This is an optimization exercise on Yosys and OpenROAD, whose aim is small area and a short achievable clock period, not a production implementation.
Function was checked by simulation only, so behaviour that the tests miss may differ from the original.
Power figures rest on the tool's default switching activity, not on a simulated workload.

$ cat flow/config.mk
export PLATFORM = sky130hd
export DESIGN_NAME = lsq_top
export DESIGN_NICKNAME = lsq_top
export VERILOG_FILES = /design/flow/design.v
export SDC_FILE = /design/flow/constraint.sdc
export NUM_CORES = 4
export LEC_CHECK = 0
export CAP_MARGIN = 20
export CORE_MARGIN = 2
export CORE_UTILIZATION = 50
export CTS_CLUSTER_DIAMETER = 80
export CTS_CLUSTER_SIZE = 30
export SETUP_SLACK_MARGIN = 3.2
export SLEW_MARGIN = 20
$ cat flow/flow/run.sh
#!/bin/bash
# The standard layout (the standard.sh, standard synthesis included), except that the
# port buffers are plain sky130_fd_sc_hd__buf_2 cells instead of the delay buffers that
# buffer_ports picks on its own. Every input and output port still gets its buffer.
set -euo pipefail
export BUFFER_PORTS_ARGS="-buffer_cell sky130_fd_sc_hd__buf_2"
bash standard.sh finish > standard_make.log 2>&1
$ cat flow/constraint.sdc
create_clock -name core_clock -period 7.0 [get_ports {clock}]
set_input_delay 1.4000 -clock core_clock [delete_from_list [all_inputs] [get_ports {clock}]]
set_output_delay 1.4000 -clock core_clock [all_outputs]
set_load 0.01 [all_outputs]
$ cat flow/design.v
`default_nettype none
package lsq_pkg;
	parameter int XLEN = 32;
	parameter int ROB_ID_BITS = 5;
	parameter int PTR_BITS = 5;
	localparam logic [1:0] BYTE = 2'h0;
	localparam logic [1:0] HALF = 2'h1;
	localparam logic [1:0] WORD = 2'h2;
	localparam int LQ_ROW_W  = 2 + 1 + PTR_BITS;
	localparam int LQ_TAIL_L = 0;
	localparam int LQ_SIGN_B = PTR_BITS;
	localparam int LQ_SIZE_L = PTR_BITS + 1;
	localparam int SQ_ROW_W  = 2 + XLEN + XLEN;
	localparam int SQ_DATA_L = 0;
	localparam int SQ_ADDR_L = XLEN;
	localparam int SQ_SIZE_L = 2*XLEN;
endpackage
`default_nettype wire
`timescale 1ns/100ps
`default_nettype none
module lsq_top (
	input  wire logic        clock,
	input  wire logic        reset,
	input  wire logic        dispatch_valid,
	input  wire logic        dispatch_is_store,
	input  wire logic [4:0]  dispatch_rob_id,
	input  wire logic [1:0]  dispatch_size,
	input  wire logic        dispatch_is_signed,
	input  wire logic        load_done_valid,
	input  wire logic [4:0]  load_done_rob_id,
	input  wire logic [31:0] load_done_addr,
	input  wire logic [31:0] load_done_mem_data,
	input  wire logic        store_done_valid,
	input  wire logic [4:0]  store_done_rob_id,
	input  wire logic [31:0] store_done_addr,
	input  wire logic [31:0] store_done_data,
	input  wire logic        retire_load,
	input  wire logic        retire_store,
	output logic             load_result_valid,
	output logic [4:0]       load_result_rob_id,
	output logic [31:0]      load_result_data,
	output logic             load_result_forwarded,
	output logic             store_commit_valid,
	output logic [31:0]      store_commit_addr,
	output logic [31:0]      store_commit_data,
	output logic [1:0]       store_commit_size,
	output logic [4:0]       lq_free,
	output logic [4:0]       sq_free
);
	localparam int LQ = 16;
	localparam int SQ = 8;
	logic [3:0]       sq_tail;               
	logic             sq_head_wrap;          
	logic [3:0]       sq_free_q;             
	logic [SQ-1:0]    sq_head_oh;            
	logic             sq_full, sq_empty, sq_alloc, sq_retire;
	logic [SQ-1:0][4:0]  sq_rob;
	logic [SQ-1:0][1:0]  sq_size;
	logic [SQ-1:0][31:0] sq_addr;
	logic [SQ-1:0][31:0] sq_data;
	logic [SQ-1:0]       sq_complete;
	logic [SQ-1:0]       sq_wr, sq_done_hit;
	assign sq_full   = (sq_free_q == 4'd0);
	assign sq_empty  = sq_free_q[3];
	assign sq_free   = {1'b0, sq_free_q};
	assign sq_alloc  = dispatch_valid && dispatch_is_store && !sq_full;
	assign sq_retire = retire_store && !sq_empty;
	always_ff @(posedge clock) begin
		if (reset) begin
			sq_head_wrap <= 1'b0;
			sq_tail    <= '0;
			sq_free_q  <= 4'd8;
			sq_head_oh <= 8'd1;
		end else begin
			if (sq_alloc)  sq_tail <= sq_tail + 4'd1;
			if (sq_retire) begin
				sq_head_wrap <= sq_head_wrap ^ sq_head_oh[SQ-1];
				sq_head_oh <= {sq_head_oh[SQ-2:0], sq_head_oh[SQ-1]};
			end
			if (sq_alloc && !sq_retire)
				sq_free_q <= sq_free_q - 4'd1;
			else if (sq_retire && !sq_alloc)
				sq_free_q <= sq_free_q + 4'd1;
		end
	end
	always_comb begin
		for (int j = 0; j < SQ; j++) begin
			sq_wr[j]       = sq_alloc && (sq_tail[2:0] == 3'(j));
			sq_done_hit[j] = store_done_valid && (sq_rob[j] == store_done_rob_id);
		end
	end
	always_ff @(posedge clock) begin
		for (int j = 0; j < SQ; j++) begin
			if (sq_wr[j]) begin
				sq_rob[j]  <= dispatch_rob_id;
				sq_size[j] <= dispatch_size;
			end
			if (sq_done_hit[j]) begin
				sq_addr[j] <= store_done_addr;
				sq_data[j] <= store_done_data;
			end
			if (sq_wr[j])
				sq_complete[j] <= 1'b0;
			else if (sq_done_hit[j])
				sq_complete[j] <= 1'b1;
		end
	end
	always_comb begin
		store_commit_valid = sq_retire;
		store_commit_addr  = '0;
		store_commit_data  = '0;
		store_commit_size  = '0;
		for (int j = 0; j < SQ; j++) begin
			store_commit_addr = store_commit_addr | ({32{sq_head_oh[j]}} & sq_addr[j]);
			store_commit_data = store_commit_data | ({32{sq_head_oh[j]}} & sq_data[j]);
			store_commit_size = store_commit_size | ({2{sq_head_oh[j]}} & sq_size[j]);
		end
	end
	logic [3:0]       lq_head, lq_tail;
	logic [4:0]       lq_free_q;             
	logic             lq_full, lq_empty, lq_alloc, lq_retire;
	logic [LQ-1:0][4:0] lq_rob;
	logic [LQ-1:0][1:0] lq_size;
	logic [LQ-1:0]      lq_sign;
	logic [LQ-1:0][3:0] lq_stail;              
	logic [LQ-1:0]      lq_valid;
	assign lq_full   = (lq_free_q == 5'd0);
	assign lq_empty  = lq_free_q[4];
	assign lq_free   = lq_free_q;
	assign lq_alloc  = dispatch_valid && !dispatch_is_store && !lq_full;
	assign lq_retire = retire_load && !lq_empty;
	always_ff @(posedge clock) begin
		if (reset) begin
			lq_head   <= '0;
			lq_tail   <= '0;
			lq_free_q <= 5'd16;
		end else begin
			if (lq_alloc)  lq_tail <= lq_tail + 4'd1;
			if (lq_retire) lq_head <= lq_head + 4'd1;
			if (lq_alloc && !lq_retire)
				lq_free_q <= lq_free_q - 5'd1;
			else if (lq_retire && !lq_alloc)
				lq_free_q <= lq_free_q + 5'd1;
		end
	end
	always_ff @(posedge clock) begin
		for (int i = 0; i < LQ; i++) begin
			if (lq_alloc && (lq_tail[3:0] == 4'(i))) begin
				lq_rob[i]   <= dispatch_rob_id;
				lq_size[i]  <= dispatch_size;
				lq_sign[i]  <= dispatch_is_signed;
				lq_stail[i] <= sq_tail;
			end
		end
	end
	always_ff @(posedge clock) begin
		if (reset) begin
			lq_valid <= '0;
		end else begin
			for (int i = 0; i < LQ; i++) begin
				if (lq_alloc && (lq_tail[3:0] == 4'(i)))
					lq_valid[i] <= 1'b1;
				else if (lq_retire && (lq_head[3:0] == 4'(i)))
					lq_valid[i] <= 1'b0;
			end
		end
	end
	logic [LQ-1:0] ld_hit_v;
	logic          ld_hit;
	logic [3:0]    ld_t;
	logic [1:0]    ld_size;
	logic          ld_sign;
	always_comb begin
		ld_t    = '0;
		ld_size = '0;
		ld_sign = 1'b0;
		for (int i = 0; i < LQ; i++) begin
			ld_hit_v[i] = lq_valid[i] && (lq_rob[i] == load_done_rob_id);
			ld_t    = ld_t    | ({4{ld_hit_v[i]}} & lq_stail[i]);
			ld_size = ld_size | ({2{ld_hit_v[i]}} & lq_size[i]);
			ld_sign = ld_sign | (ld_hit_v[i] & lq_sign[i]);
		end
		ld_hit = |ld_hit_v;
	end
	logic [SQ-1:0] below_h;
	logic [SQ-1:0] older;
	logic [SQ-1:0] cand;
	logic [SQ-1:0] sel;
	logic [SQ-1:0][SQ-1:0] younger_than;    
	always_comb begin
		for (int j = 0; j < SQ; j++) begin
			below_h[j] = |(sq_head_oh >> (j + 1));
		end
		for (int j = 0; j < SQ; j++) begin
			for (int k = 0; k < SQ; k++) begin
				if (k == j)
					younger_than[j][k] = 1'b0;
				else if (below_h[k] != below_h[j])
					younger_than[j][k] = below_h[k];
				else
					younger_than[j][k] = (k > j);
			end
		end
		for (int j = 0; j < SQ; j++) begin
			older[j] = sq_head_wrap ^ below_h[j] ^ ld_t[3] ^ (3'(j) < ld_t[2:0]);
			cand[j]  = older[j] && sq_complete[j]
				&& (sq_addr[j] == load_done_addr) && (sq_size[j] == ld_size);
		end
		for (int j = 0; j < SQ; j++) begin
			sel[j] = cand[j] && !(|(cand & younger_than[j]));
		end
	end
	logic [SQ-1:0] fillv;
	logic          mem_fill;
	always_comb begin
		for (int j = 0; j < SQ; j++)
			fillv[j] = ld_sign && ((ld_size == 2'd0) ? sq_data[j][7] : sq_data[j][15]);
		mem_fill = ld_sign && ((ld_size == 2'd0) ? load_done_mem_data[7] : load_done_mem_data[15]);
	end
	logic          res_valid;
	logic [4:0]    res_rob;
	logic [31:0]   res_mem;
	logic [SQ-1:0] res_sel;
	logic [SQ-1:0] res_fillv;
	logic          res_mem_fill;
	logic          res_fwd;
	logic          res_byte;
	logic          res_word;
	always_ff @(posedge clock) begin
		if (reset)
			res_valid <= 1'b0;
		else
			res_valid <= load_done_valid && ld_hit;
	end
	always_ff @(posedge clock) begin
		res_rob      <= load_done_rob_id;
		res_mem      <= load_done_mem_data;
		res_sel      <= sel;
		res_fillv    <= fillv;
		res_mem_fill <= mem_fill;
		res_fwd      <= |cand;
		res_byte     <= (ld_size == 2'd0);
		res_word     <= ld_size[1];
	end
	logic [31:0] raw;
	logic        fill;
	always_comb begin
		raw  = {32{!res_fwd}} & res_mem;
		fill = !res_fwd && res_mem_fill;
		for (int j = 0; j < SQ; j++) begin
			raw  = raw | ({32{res_sel[j]}} & sq_data[j]);
			fill = fill | (res_sel[j] && res_fillv[j]);
		end
		load_result_data[7:0]   = raw[7:0];
		load_result_data[15:8]  = res_byte ? {8{fill}} : raw[15:8];
		load_result_data[31:16] = res_word ? raw[31:16] : {16{fill}};
	end
	assign load_result_valid     = res_valid;
	assign load_result_rob_id    = res_rob;
	assign load_result_forwarded = res_fwd;
endmodule
`default_nettype wire
$ cat flow/standard.sh
#!/bin/bash
# synth_recipe.tcl (not shown) runs the flow's synth.tcl, then flattens the netlist and writes it again
# the make line also repeats each setting of config.mk as NAME=value (left out here)
make -C /OpenROAD-flow-scripts/flow DESIGN_CONFIG=/design/flow/config.mk WORK_HOME=/design/flow/orfs CLKGATE_MAP_FILE= SYNTH_SCRIPT=/design/flow/synth_recipe.tcl "${@:-finish}"
==> flow_summary.ini, run 1 <==
[min_path]
min-delay-start = sq_complete[4]
hold_end = sq_complete[4]
holdPathStages = 2
hp-class = reg -> reg

[cts]
cts_tree = done
clk_pin_slew_worst_paths_ps = 110
h-tree-depth = 2
clock-sinks = 872
cts_made_buffers = 43
cts_hold_buf = 0
clk_latency_ps = 630
cts_buffer_depth = 3
clock_tree.root_cell = clkbuf_16

[route]
firstDrtPassIters = 6
first_iter_violations = 3442
route.detailed.drc = 0
vias = 25591
totalWireLength_um = 123000
routed_via_density = 6.56
wire_per_inst_um = 31.5
ant_nets = 0

[sta]
worst_slew_pin_slew_ps = 970
finalSetupViolations = 0
hold_viol = 0
final.setup.tns_ps = 0
fin_crit_sh_pct = 56.3
rsz0062_at_grt = yes
skew_ps = 24.4
max_freq_ghz = 0.254
slew_violations = 0
period_minus_slack_ps = 3940
max_slew_margin_pct = 34.8
layout_setup_ws_ps = 3060

[logic_synthesis]
synth.distinct_cells = 78
yosysMostFrequentCell = edfxtp_1
yosysTopAreaCellShare_pct = 60.8
yosys_warnings = 1
syn-num-nets = 2825
syn_area_mm2 = 0.0375
synth_flop_cell = edfxtp_1
synthCells = 2648
synth-edff-count = 760
synth_seq_cells = 872
synthTopCellsByCount = edfxtp_1 (760), a22oi_1 (299), xor2_1 (211)
synth-seq-area-share_pct = 66.8
synth-async-reset-ratio_pct = 0
syn_avg_cell_area_um2 = 14.2
synth_area_leader_cell = edfxtp_1
synth.area.top_cells = edfxtp_1 (61%), a22oi_1 (6.0%), dfxtp_1 (6.0%)

[setup_path]
crit_path_end_kind = flip-flop
r2r_setup_slack_ps = 3300
r2r_start = sq_head_oh[3]
r2r-end = res_sel[1]
critPathRequiredTime_ps = 7540
ff2ff_path_depth = 11
start_kind = primary input
criticalPathCategory = in -> reg
worst-path-max-fanout = 8
crit_arrival_ps = 4480

[grt]
grt_pass1_wl_um = 175000
grt_overflow = 0
grt_pass1_vias = 25386
grt.total_usage_pct = 30.9
grt_max_degree = 59
antenna_found_initial = 11

[power_and_ir_drop]
ir_drop_mv = 0.264
cellLeakagePower_nw = 14.4
p_per_area_mw_per_mm2 = 218

[finish]
syn2layout_area_growth_pct = 16.6
drive_above_1_share_pct = 22.0
nets = 3068

[floorplanning]
die_width_um = 278
io_pins = 270
start_util_pct = 50.4
die_area_mm2 = 0.0773
design.core.area_mm2 = 0.0744
die_y_um = 278
std_cell_rows = 100

[placement]
place_congestion = 0.920
place_ws_ps = 1700
port_buffers = 268
hpwlAfterDp_um = 75000

[outcome]
outcome = complete, no violations

[flow_run]
drv_cap = 0
## timing repair
item / 4_1_cts / 5_1_grt
gates cloned: 5 / 7
resized for setup: 140 / 112
setup endpoints to repair: 110 / 31
pin swaps: 27 / 80
setup buffers: 35 / 25
## critical path, cell delays in order
cell       delay, ps
buf_2            190
xnor2_1          360
nand4_1          320
nor4_2           520
nand4_1          290
nor4_2           380
nand3b_1         220
o21ba_2          300
o221ai_1         170
a2111oi_4        300
## report_power, final
part	internal (mW)	switching [mW]
logic	0.207	0.377
registers	5.71	0.0642
clock network	1.34	1.82
## cell type report
type	count	area, um2
Fill cell	5848	30700
Sequential cell	872	25100
Antenna cell	11	27.5
Timing Repair Buffer	369	2770
Multi-Input combinational cell	1550	12900
Clock buffer	47	1090
Clock inverter	31	422
Tap cell	969	1210
Inverter	55	206
## layout by cell type, fill, tap and decap left out, types with 11 or more instances in the layout
cell	instances
clkbuf_16	50
buf_4	52
nand2_1	62
nand4_1	188
a221oi_1	59
buf_12	17
nor3_1	11
xor2_4	28
nor4_1	38
xnor2_1	185
xor2_1	164
a21oi_1	70
edfxtp_1	760
nor2_1	59
nand3_1	50
ha_1	21
dfxtp_1	100
inv_1	53
buf_2	263
and3_1	18
nor4_4	21
a22oi_1	298
o21ai_0	23
dfxtp_4	11
diode_2	11
a22o_1	44
xor2_2	29
buf_6	15
## metrics by stage
stage	utilization (%)	cells	hold WS [ps]	area, um2	total power [mW]
finish	58.8	3904	495	43800	9.52
global route	58.8	3900	536	43800	9.76
CTS	57.2	3861	503	42600	9.52
detailed placement	53.4	3743	474	39800	6.41
global placement	53.4	3743	474	39800	6.40
floorplan	-	2648	440	37700	6.16
## sequential cells by signal (all words and copies together), names as in the netlist, 32 cells and up
name      cells
sq_addr     256
sq_data     256
lq_rob       80
lq_stail     64
sq_rob       40
lq_size      32
res_mem      32
## kinds of logic (layout without fill, tap and decap cells)
family                     after synthesis  count (layout)  share of synthesized area (%)
AOI/OAI and AO/OA                      584             584                           11.5
xor gates and xnor gates               416             416                           9.94
adders and majority gates               23              23                          0.806
buffers and inverters                  226             502                           2.66
DFF                                    872             872                           66.8
muxes                                    3               3                         0.0800
other                                    1              12                        0.00999
and+or+nand+nor                        523             523                           8.22
## metal layers
| metal | GRT usage [%] | vias up | wire length, um |
|---|---|---|---|
| li1 | - | 10856 | - |
| met1 | 41.5 | 12991 | 48100 |
| met2 | 51.1 | 1463 | 59200 |
| met3 | 5.07 | 275 | 10800 |
| met4 | 11.1 | 6 | 4680 |
| met5 | 0 | - | 39 |
## how the worst max path moves through the flow
stage	from	endpoint	cells past startpoint
2_1_floorplan	load_done_rob_id[2]	res_sel[1]	14
3_3_place_gp	load_done_rob_id[4]	res_sel[1]	12
3_5_place_dp	load_done_rob_id[4]	res_sel[0]	13
4_1_cts	load_done_addr[28]	res_sel[3]	10
5_1_grt	load_done_rob_id[4]	res_sel[1]	14
6_report	load_done_addr[13]	res_sel[0]	10
==> run 2: changes to the inputs <==
--- a/flow/config.mk
+++ b/flow/config.mk
@@ -10,4 +10,4 @@
 export CORE_UTILIZATION = 50
-export CTS_CLUSTER_DIAMETER = 80
-export CTS_CLUSTER_SIZE = 30
+export CTS_CLUSTER_DIAMETER = 70
+export CTS_CLUSTER_SIZE = 25
 export SETUP_SLACK_MARGIN = 3.2
==> flow_summary.ini, run 2 <==
[outcome]
outcome = complete, no violations

[logic_synthesis]
synth-seq-area-share_pct = 66.8
yosysMostFrequentCell = edfxtp_1
synth-async-reset-ratio_pct = 0
synth.area.top_cells = edfxtp_1 (61%), a22oi_1 (6.0%), dfxtp_1 (6.0%)
synthCells = 2648
synth_seq_cells = 872
synth.distinct_cells = 78
syn_avg_cell_area_um2 = 14.2
synthTopCellsByCount = edfxtp_1 (760), a22oi_1 (299), xor2_1 (211)
yosys_warnings = 1
synth-edff-count = 760
syn-num-nets = 2825
yosysTopAreaCellShare_pct = 60.8
synth_flop_cell = edfxtp_1
synth_area_leader_cell = edfxtp_1
syn_area_mm2 = 0.0375

[sta]
final.setup.tns_ps = 0
period_minus_slack_ps = 3870
max_slew_margin_pct = 28.4
slew_violations = 0
fin_crit_sh_pct = 55.2
skew_ps = 44.1
finalSetupViolations = 0
worst_slew_pin_slew_ps = 1060
max_freq_ghz = 0.259
rsz0062_at_grt = yes
hold_viol = 0

[cts]
cts_tree = done
clk_pin_slew_worst_paths_ps = 100
clk_latency_ps = 650
cts_hold_buf = 0
cts_made_buffers = 49
clock-sinks = 872
clock_tree.root_cell = clkbuf_16
cts_buffer_depth = 3
h-tree-depth = 2

[setup_path]
slowest_stage = or4_1
criticalPathCategory = in -> reg
cp_common_cell = nand4_1
ff2ff_path_depth = 11
r2r-end = res_sel[1]
crit_cells = 9
crit_family = simple AND/OR/NAND/NOR gates
start_kind = primary input
crit_arrival_ps = 4370
r2r_start = sq_head_oh[3]
max_stage_delay_ps = 690
cp.buffers_inverters = 1
worst-path-max-fanout = 8
critPathRequiredTime_ps = 7500
crit_path_end_kind = flip-flop
path_cells = buf_2, xnor2_1, nand4_1, nor4_2, nand4_1, or4_1, or4_4, o22ai_2, a2111oi_2
critPathLaunch = load_done_addr[4]
r2r_setup_slack_ps = 3320

[grt]
grt_pass1_wl_um = 176000
grt_pass1_vias = 25426
grt_max_degree = 59
grt.total_usage_pct = 31.2
grt_overflow = 0
antenna_found_initial = 7

[placement]
port_buffers = 268
postPlaceCellArea_mm2 = 0.0398
hpwlAfterDp_um = 75000
place_congestion = 0.920

[finish]
final_common_cell = edfxtp_1
drive_above_1_share_pct = 21.7
layout_common_cells = edfxtp_1 (760), a22oi_1 (299), buf_2 (262), nand4_1 (188), xnor2_1 (183)
syn2layout_area_growth_pct = 16.6
reg.largest.list = sq_addr x256, sq_data x256, lq_rob x80
design_area_mm2 = 0.0438
nets = 3063

[floorplanning]
die_y_um = 278
die_width_um = 278
std_cell_rows = 100
die_area_mm2 = 0.0773
io_pins = 270
start_util_pct = 50.4
design.core.area_mm2 = 0.0744

[min_path]
hold_end = sq_complete[4]
hp-class = reg -> reg
min-delay-start = sq_complete[4]
holdPathStages = 2

[route]
totalWireLength_um = 124000
route.detailed.drc = 0
routed_via_density = 6.57
wire_per_inst_um = 31.8
firstDrtPassIters = 6
ant_nets = 0
vias = 25607
first_iter_violations = 3274

[power_and_ir_drop]
ir_drop_mv = 0.225
cellLeakagePower_nw = 14.4
p_per_area_mw_per_mm2 = 224

[flow_run]
drv_cap = 0
run 2: cell counts after synthesis:
Identical to the previous run, type by type.
run 2: timing repair:
| action | 4_1_cts | 5_1_grt |
|---|---|---|
| pin swaps | 44 | 46 |
| gates cloned | 7 | 6 |
| gates resized for setup | 151 | 84 |
| setup endpoints to repair | 110 | 35 |
| buffers inserted | 35 | 13 |
run 2: tightest hold or removal path: stages (launching register included):
cell and delay, ps:
dfxtp_1 350, nor2_1 50, nor2_1 70
run 2: kinds of logic after synthesis:
| group | Yosys count | synth area share, % |
|---|---|---|
| flops | 872 | 66.8 |
| buf+inv | 226 | 2.66 |
| fa+ha+maj | 23 | 0.806 |
| compound gates | 584 | 11.5 |
| other cells | 1 | 0.00999 |
| mux | 3 | 0.0800 |
| simple gates | 523 | 8.22 |
| xor+xnor | 416 | 9.94 |
run 2: metrics by stage:
stage	power (mW)	cells	util, %	setup slack, ps	hold WS, ps
3_5_place_dp	6.41	3743	53.4	1700	474
4_1_cts	9.81	3877	57.7	3140	500
3_3_place_gp	6.40	3743	53.4	1730	474
5_1_grt	10.0	3899	58.8	3080	532
2_1_floorplan	6.16	2648	-	2870	440
6_report	9.79	3899	58.8	3130	499
run 2: worst max-delay path by stage:
stage	slack, ps	endpoint
2_1_floorplan	2870	res_sel[1]
3_3_place_gp	1730	res_sel[1]
3_5_place_dp	1700	res_sel[0]
4_1_cts	3140	res_sel[3]
5_1_grt	3080	res_sel[1]
6_report	3130	res_sel[1]
run 2: power by group:
part           internal [mW]  leakage, nW  switching, mW  total (mW)
clock network           1.60        0.849           1.83        3.44
registers               5.71         7.81         0.0637        5.77
logic                  0.205         5.75          0.375       0.579
total                   7.52         14.4           2.27        9.79
run 2: per-layer routing:
layer  vias to the layer above  share of wire, %  global-route usage, %
met5                         -             0.036                      0
met4                         8               3.8                   10.8
met3                       261               9.0                   5.34
met2                      1458                48                   51.7
met1                     13028                39                   41.7
li1                      10852                 -                      -
run 2: cell type report:
class                   count  area (um2)
diodes                      3        7.51
clock buffers              63        1360
clock inverters            29         384
fillers                  5783       30700
inverters                  55         206
multi-input cells        1550       12800
flip-flops and latches    872       25100
well taps                 969        1210
repair buffers            358        2650
==> run 3: changes to the inputs <==
--- a/flow/config.mk
+++ b/flow/config.mk
@@ -9,6 +9,6 @@
 export CORE_MARGIN = 2
-export CORE_UTILIZATION = 50
-export CTS_CLUSTER_DIAMETER = 70
-export CTS_CLUSTER_SIZE = 25
-export SETUP_SLACK_MARGIN = 3.2
+export CORE_UTILIZATION = 40
+export CTS_CLUSTER_DIAMETER = 80
+export CTS_CLUSTER_SIZE = 30
+export SETUP_SLACK_MARGIN = 3.1
 export SLEW_MARGIN = 20
==> flow_summary.ini, run 3 <==
[power_and_ir_drop]
cellLeakagePower_nw = 14.1
ir_drop_mv = 0.265
p_per_area_mw_per_mm2 = 219

[sta]
worst_slew_pin_slew_ps = 1020
fin_crit_sh_pct = 55.4
rsz0062_at_grt = yes
slew_violations = 0
hold_viol = 0
skew_ps = 51.8
final.setup.tns_ps = 0
max_slew_margin_pct = 31.1
max_freq_ghz = 0.258
whs_ps = 496
finalSetupViolations = 0
period_minus_slack_ps = 3880

[min_path]
hp-class = reg -> reg
holdPathStages = 2
hold_end = sq_complete[0]
min-delay-start = sq_complete[0]

[setup_path]
critPathRequiredTime_ps = 7560
criticalPathCategory = in -> reg
critPathLaunch = load_done_rob_id[4]
ff2ff_path_depth = 11
crit_arrival_ps = 4430
r2r_setup_slack_ps = 3550
r2r_start = sq_head_oh[4]
crit_path_end_kind = flip-flop
worst-path-max-fanout = 9
start_kind = primary input
r2r-end = res_sel[1]

[logic_synthesis]
syn_avg_cell_area_um2 = 14.2
synth.area.top_cells = edfxtp_1 (61%), a22oi_1 (6.0%), dfxtp_1 (6.0%)
synth_top_family_by_area = compound AO/OA/AOI/OAI gates
synth_compound_area_share_pct = 11.5
synthCells = 2648
synth-seq-area-share_pct = 66.8
synth-edff-count = 760
yosysTopAreaCellShare_pct = 60.8
synthTopCellsByCount = edfxtp_1 (760), a22oi_1 (299), xor2_1 (211)
yosysMostFrequentCell = edfxtp_1
synthAdderAreaFrac_pct = 0.806
synthSimpleGateAreaFrac_pct = 8.22
synth_flop_cell = edfxtp_1
synth-xor-area-share_pct = 9.94
syn_area_mm2 = 0.0375
yosys_warnings = 1
synth_area_leader_cell = edfxtp_1
syn-num-nets = 2825
synth-async-reset-ratio_pct = 0
synth.distinct_cells = 78
synth.area.mux_share_pct = 0.0800
synth_seq_cells = 872

[finish]
multiInputGateArea_mm2 = 0.0127
drive_above_1_share_pct = 20.9
syn2layout_area_growth_pct = 16.1
design_area_mm2 = 0.0436
reg.largest.list = sq_addr x256, sq_data x256, lq_rob x80
nets = 3034
regArea_mm2 = 0.0251
layout_common_cells = edfxtp_1 (760), a22oi_1 (299), buf_2 (255), nand4_1 (188), xnor2_1 (180)
final_common_cell = edfxtp_1
n_fill_cell = 8095

[grt]
grt_pass1_wl_um = 176000
grt.met3_usage_pct = 3.65
grt_busiest_layer = met2
met2_usage_pct = 42.5
grt_pass1_vias = 25104
grt_max_degree = 57
antenna_found_initial = 12
globalRouteMet1Util_pct = 33.3
grt.total_usage_pct = 25.1
grt_overflow = 0

[cts]
clk_latency_ps = 670
clock-sinks = 872
clk_pin_slew_worst_paths_ps = 100
cts_made_buffers = 43
cts_tree = done
cts_buffer_depth = 3
clock_tree.root_cell = clkbuf_16
h-tree-depth = 2

[route]
firstDrtPassIters = 6
routed_via_density = 6.16
vias = 25601
totalWireLength_um = 125000
wire_per_inst_um = 30.1
ant_nets = 0
route.detailed.drc = 0
first_iter_violations = 3417

[placement]
place_congestion = 0.908
hpwlAfterDp_um = 77300
postPlaceCellArea_mm2 = 0.0401
port_buffers = 268

[floorplanning]
io_pins = 270
die_y_um = 310
design.core.area_mm2 = 0.0932
die_width_um = 310
die_area_mm2 = 0.0963
std_cell_rows = 112
start_util_pct = 40.3

[flow_run]
drv_cap = 0

[outcome]
outcome = complete, no violations
## run 3: cell counts after synthesis
No cell type changed its count.
## run 3: where the power goes
part | internal [mW] | leakage (nW) | switching (mW)
combinational | 0.200 | 5.56 | 0.381
clock | 1.31 | 0.743 | 1.87
sequential | 5.71 | 7.81 | 0.0636
total | 7.22 | 14.1 | 2.32
## run 3: area by class of cell
class,count,share of cell area (%)
Inverter,55,0.477
Tap cell,1254,3.60
Clock buffer,49,2.57
Multi-Input combinational cell,1550,29.2
Sequential cell,872,57.6
Clock inverter,30,0.950
Timing Repair Buffer,335,5.52
Antenna cell,10,0.0574
## run 3: worst max-delay path: stages
cell and delay (ps):
buf_16 150, xor2_2 210, nor4_4 60, buf_4 170
nand4_1 120, nand4_1 210, or4_4 620, or3_1 400
a211o_1 330, nand3_4 160, or2b_2 140, a31oi_1 90
a2111oi_2 350
## run 3: worst max-delay path by stage
stage                      endpoint  slack (ps)  depth (start not counted)
2_1_floorplan            res_sel[1]        2870                         14
3_3_place_gp             res_sel[1]        1720                         12
3_5_place_dp             res_sel[0]        1650                         13
4_1_cts        load_result_data[21]        3050                          9
5_1_grt        load_result_data[17]        3030                          9
6_report                 res_sel[4]        3120                         13
## run 3: per-stage QoR
stage / instances / total power, mW / setup WS, ps / utilization (%)
floorplan: 2648 / 6.16 / 2870 / -
global placement: 4028 / 6.40 / 1720 / 43.1
detailed placement: 4028 / 6.42 / 1650 / 43.1
CTS: 4132 / 9.56 / 3050 / 45.8
global route: 4151 / 9.81 / 3030 / 46.8
finish: 4155 / 9.53 / 3120 / 46.8
## run 3: cell families (layout without fill, tap and decap cells)
group,after synthesis,in the layout
flip-flops,872,872
other,1,11
adder cells (fa/ha/maj),23,23
buffers and inverters,226,469
AND/OR/NAND/NOR,523,523
AO/OA/AOI/OAI,584,584
multiplexers,3,3
XOR/XNOR,416,416
## run 3: timing repair
| item | 4_1_cts | 5_1_grt |
|---|---|---|
| gates resized for setup | 129 | 106 |
| cloned | 4 | 4 |
| setup buffers | 21 | 9 |
| hold buffers | 0 | 0 |
| endpoints found under the setup margin | 109 | 47 |
| pin swaps | 19 | 23 |
## run 3: routing by layer
layer / wire (um) / share of wire, %
met1: 49100 / 39
met2: 60900 / 49
met3: 10600 / 8.5
met4: 4490 / 3.6
met5: 34 / 0.027
==> run 4: changes to the inputs <==
--- a/flow/config.mk
+++ b/flow/config.mk
@@ -12,3 +12,3 @@
 export CTS_CLUSTER_SIZE = 30
-export SETUP_SLACK_MARGIN = 3.1
+export SETUP_SLACK_MARGIN = 3.3
 export SLEW_MARGIN = 20
==> flow_summary.ini, run 4 <==
[placement]
port_buffers = 268
postPlaceCellArea_mm2 = 0.0401
hpwlAfterDp_um = 76600
dp_cells = 4027
place_congestion = 0.896
place_ws_ps = 1660

[sta]
slew_violations = 0
rsz0062_at_grt = yes
max_freq_ghz = 0.250
period_minus_slack_ps = 4000
layout_setup_ws_ps = 3000
worst_slew_pin_slew_ps = 1030
fin_crit_sh_pct = 57.2
final.setup.tns_ps = 0
max_slew_margin_pct = 31.1
finalSetupViolations = 0
skew_ps = 43.0
hold_viol = 0

[finish]
final_common_cell = edfxtp_1
syn2layout_area_growth_pct = 20.0
multiInputGateArea_mm2 = 0.0133
drive_above_1_share_pct = 24.4
regArea_mm2 = 0.0251
layout_common_cells = edfxtp_1 (760), a22oi_1 (295), buf_2 (252), nand4_1 (188), xnor2_1 (182)
design_area_mm2 = 0.0451
reg.largest.list = sq_addr x256, sq_data x256, lq_rob x80
nets = 3111
final_cells = 4236
n_fill_cell = 7935

[route]
totalWireLength_um = 128000
route.detailed.drc = 0
vias = 25947
ant_nets = 0
firstDrtPassIters = 8
first_iter_violations = 3354
routed_via_density = 6.13
wire_per_inst_um = 30.3

[floorplanning]
io_pins = 270
die_y_um = 310
die_area_mm2 = 0.0963
start_util_pct = 40.3
die_width_um = 310
design.core.area_mm2 = 0.0932
std_cell_rows = 112

[logic_synthesis]
synthTopCellsByCount = edfxtp_1 (760), a22oi_1 (299), xor2_1 (211)
synth_seq_cells = 872
syn-num-nets = 2825
synth_flop_cell = edfxtp_1
syn_avg_cell_area_um2 = 14.2
synth-edff-count = 760
synth_area_leader_cell = edfxtp_1
synth-async-reset-ratio_pct = 0
yosysTopAreaCellShare_pct = 60.8
synth.distinct_cells = 78
yosysMostFrequentCell = edfxtp_1
synth-seq-area-share_pct = 66.8
synth.area.top_cells = edfxtp_1 (61%), a22oi_1 (6.0%), dfxtp_1 (6.0%)
synthCells = 2648
syn_area_mm2 = 0.0375
yosys_warnings = 1

[cts]
clock_tree.root_cell = clkbuf_16
cts_hold_buf = 0
clock-sinks = 872
h-tree-depth = 2
clk_pin_slew_worst_paths_ps = 110
cts_tree = done
cts_made_buffers = 43
cts_buffer_depth = 3
clk_latency_ps = 660

[power_and_ir_drop]
cellLeakagePower_nw = 14.7
combinationalPowerShare_pct = 6.4
p_int_mw = 7.22
p_switching_mw = 2.29
ir_drop_mv = 0.268
p_seq_share_pct = 60.7
p_per_area_mw_per_mm2 = 211
clockPowerShare_pct = 32.9
p_sw_share_pct = 24.1

[setup_path]
crit_path_end = res_sel[3]
worst-path-max-fanout = 6
critPathLaunch = load_done_rob_id[1]
r2r-end = res_sel[3]
crit_arrival_ps = 4550
criticalPathCategory = in -> reg
critPathRequiredTime_ps = 7550
crit_path_end_kind = flip-flop
start_kind = primary input
r2r_setup_slack_ps = 3150
ff2ff_path_depth = 10
r2r_start = sq_head_oh[6]

[grt]
grt.total_usage_pct = 25.7
grt_pass1_vias = 25541
grt_overflow = 0
antenna_found_initial = 10
grt_max_degree = 48
grt_pass1_wl_um = 180000

[flow_run]
drv_cap = 0

[outcome]
outcome = complete, no violations

[min_path]
hp-class = reg -> reg
## run 4: cell count changes in the layout (fill, tap and decap cells not counted), sizes merged
cell | before | now
buf | 327 | 408
inv | 67 | 70
clkinv | 17 | 8
clkbuf | 54 | 56
bufbuf | 3 | 4
bufinv | 1 | 0
clkinvlp | 0 | 1
diode | 10 | 13
## run 4: worst min-delay path by stage
stage / startpoint / slack (ps) / endpoint / cells after the start
2_1_floorplan: sq_complete[0] / 440 / sq_complete[0] / 2
3_3_place_gp: sq_complete[0] / 470 / sq_complete[0] / 2
3_5_place_dp: sq_complete[0] / 470 / sq_complete[0] / 2
4_1_cts: sq_complete[0] / 500 / sq_complete[0] / 2
5_1_grt: sq_complete[0] / 520 / sq_complete[0] / 2
6_report: sq_complete[1] / 500 / sq_complete[1] / 2
## run 4: final cells by class
type	count	share of cell area, %
Antenna cell	13	0.0722
Multi-Input combinational cell	1550	29.6
Clock buffer	56	2.59
Timing Repair Buffer	412	7.39
Inverter	55	0.478
Sequential cell	872	55.7
Tap cell	1254	3.48
Clock inverter	24	0.694
## run 4: power groups by stage
| stage | Sequential [mW] | Combinational [mW] | Clock [mW] |
|---|---|---|---|
| final | 5.78 | 0.606 | 3.13 |
| after global routing | 5.78 | 0.644 | 3.35 |
| after global placement | 5.89 | 0.512 | 0 |
| after CTS | 5.77 | 0.591 | 3.18 |
| after detailed placement | 5.89 | 0.523 | 0 |
| after floorplan | 5.87 | 0.290 | 0 |
## run 4: critical path: stages
cell	delay (ps)
buf_16	120
buf_6	110
xor2_2	210
nor4_4	60
buf_4	160
nand4_1	140
nand4_1	140
or4_4	630
or3_4	430
a211o_1	320
a41oi_1	320
o2111ai_1	200
a211oi_1	290
## run 4: layer usage
| layer | GRT usage (%) | share of wire, % | up-vias |
|---|---|---|---|
| li1 | - | - | 10961 |
| met1 | 34.3 | 39 | 13202 |
| met2 | 43.3 | 49 | 1534 |
| met3 | 3.94 | 9.3 | 250 |
| met4 | 8.09 | 3.3 | 0 |
| met5 | 0 | 0 | - |
## run 4: through the flow
step           utilization (%)  power (mW)  hold slack [ps]
4_1_cts                   47.4        9.55              500
6_report                  48.3        9.51              495
3_3_place_gp              43.0        6.40              468
2_1_floorplan                -        6.16              440
5_1_grt                   48.3        9.78              520
3_5_place_dp              43.0        6.42              471
## run 4: timing repair
action,in CTS,in global routing
resized for setup,256,103
endpoints found under the setup margin,112,44
buffers inserted,63,41
gates cloned,12,0
pin swaps,73,61
## run 4: cell families after synthesis
kind of cell / Yosys count / synth area share [%]
flip-flops: 872 / 66.8
adder cells (fa/ha/maj): 23 / 0.806
multiplexers: 3 / 0.0800
AO/OA/AOI/OAI: 584 / 11.5
other: 1 / 0.00999
XOR/XNOR: 416 / 9.94
AND/OR/NAND/NOR: 523 / 8.22
buffers and inverters: 226 / 2.66

## afterwards: timing with drivers on the ports
The results above use ideal ports. As a check the final layouts listed here were re-extracted and re-timed, cells and wires unchanged.
Step 1 sets driving cells, clkbuf_16 on the clock port and buf_2 on the other inputs (assumed; they add their load-dependent delay and slew).
Step 2, shift: input delay + t, output delay - t, t = (earliest + latest rising clock arrival at the registers) / 2. This alone moves slack from input paths to output paths.
a / b / c = ideal / step 1 / step 2; a / b = the first two.
run	shift t [ns]	setup WS [ns]	worst setup path at the end
run 1	0.688	3.062 / 3.006 / 2.318	input to register
run 2	0.693	3.133 / 3.033 / 2.340	input to register
run 3	0.704	3.123 / 2.999 / 2.295	input to register
run 4	0.705	2.999 / 2.856 / 2.151	input to register
After both steps setup and hold are still met in every run listed. For run 4, which loses most, drivers alone change the setup slack by -0.143 ns; drivers and shift together by -0.848 ns.
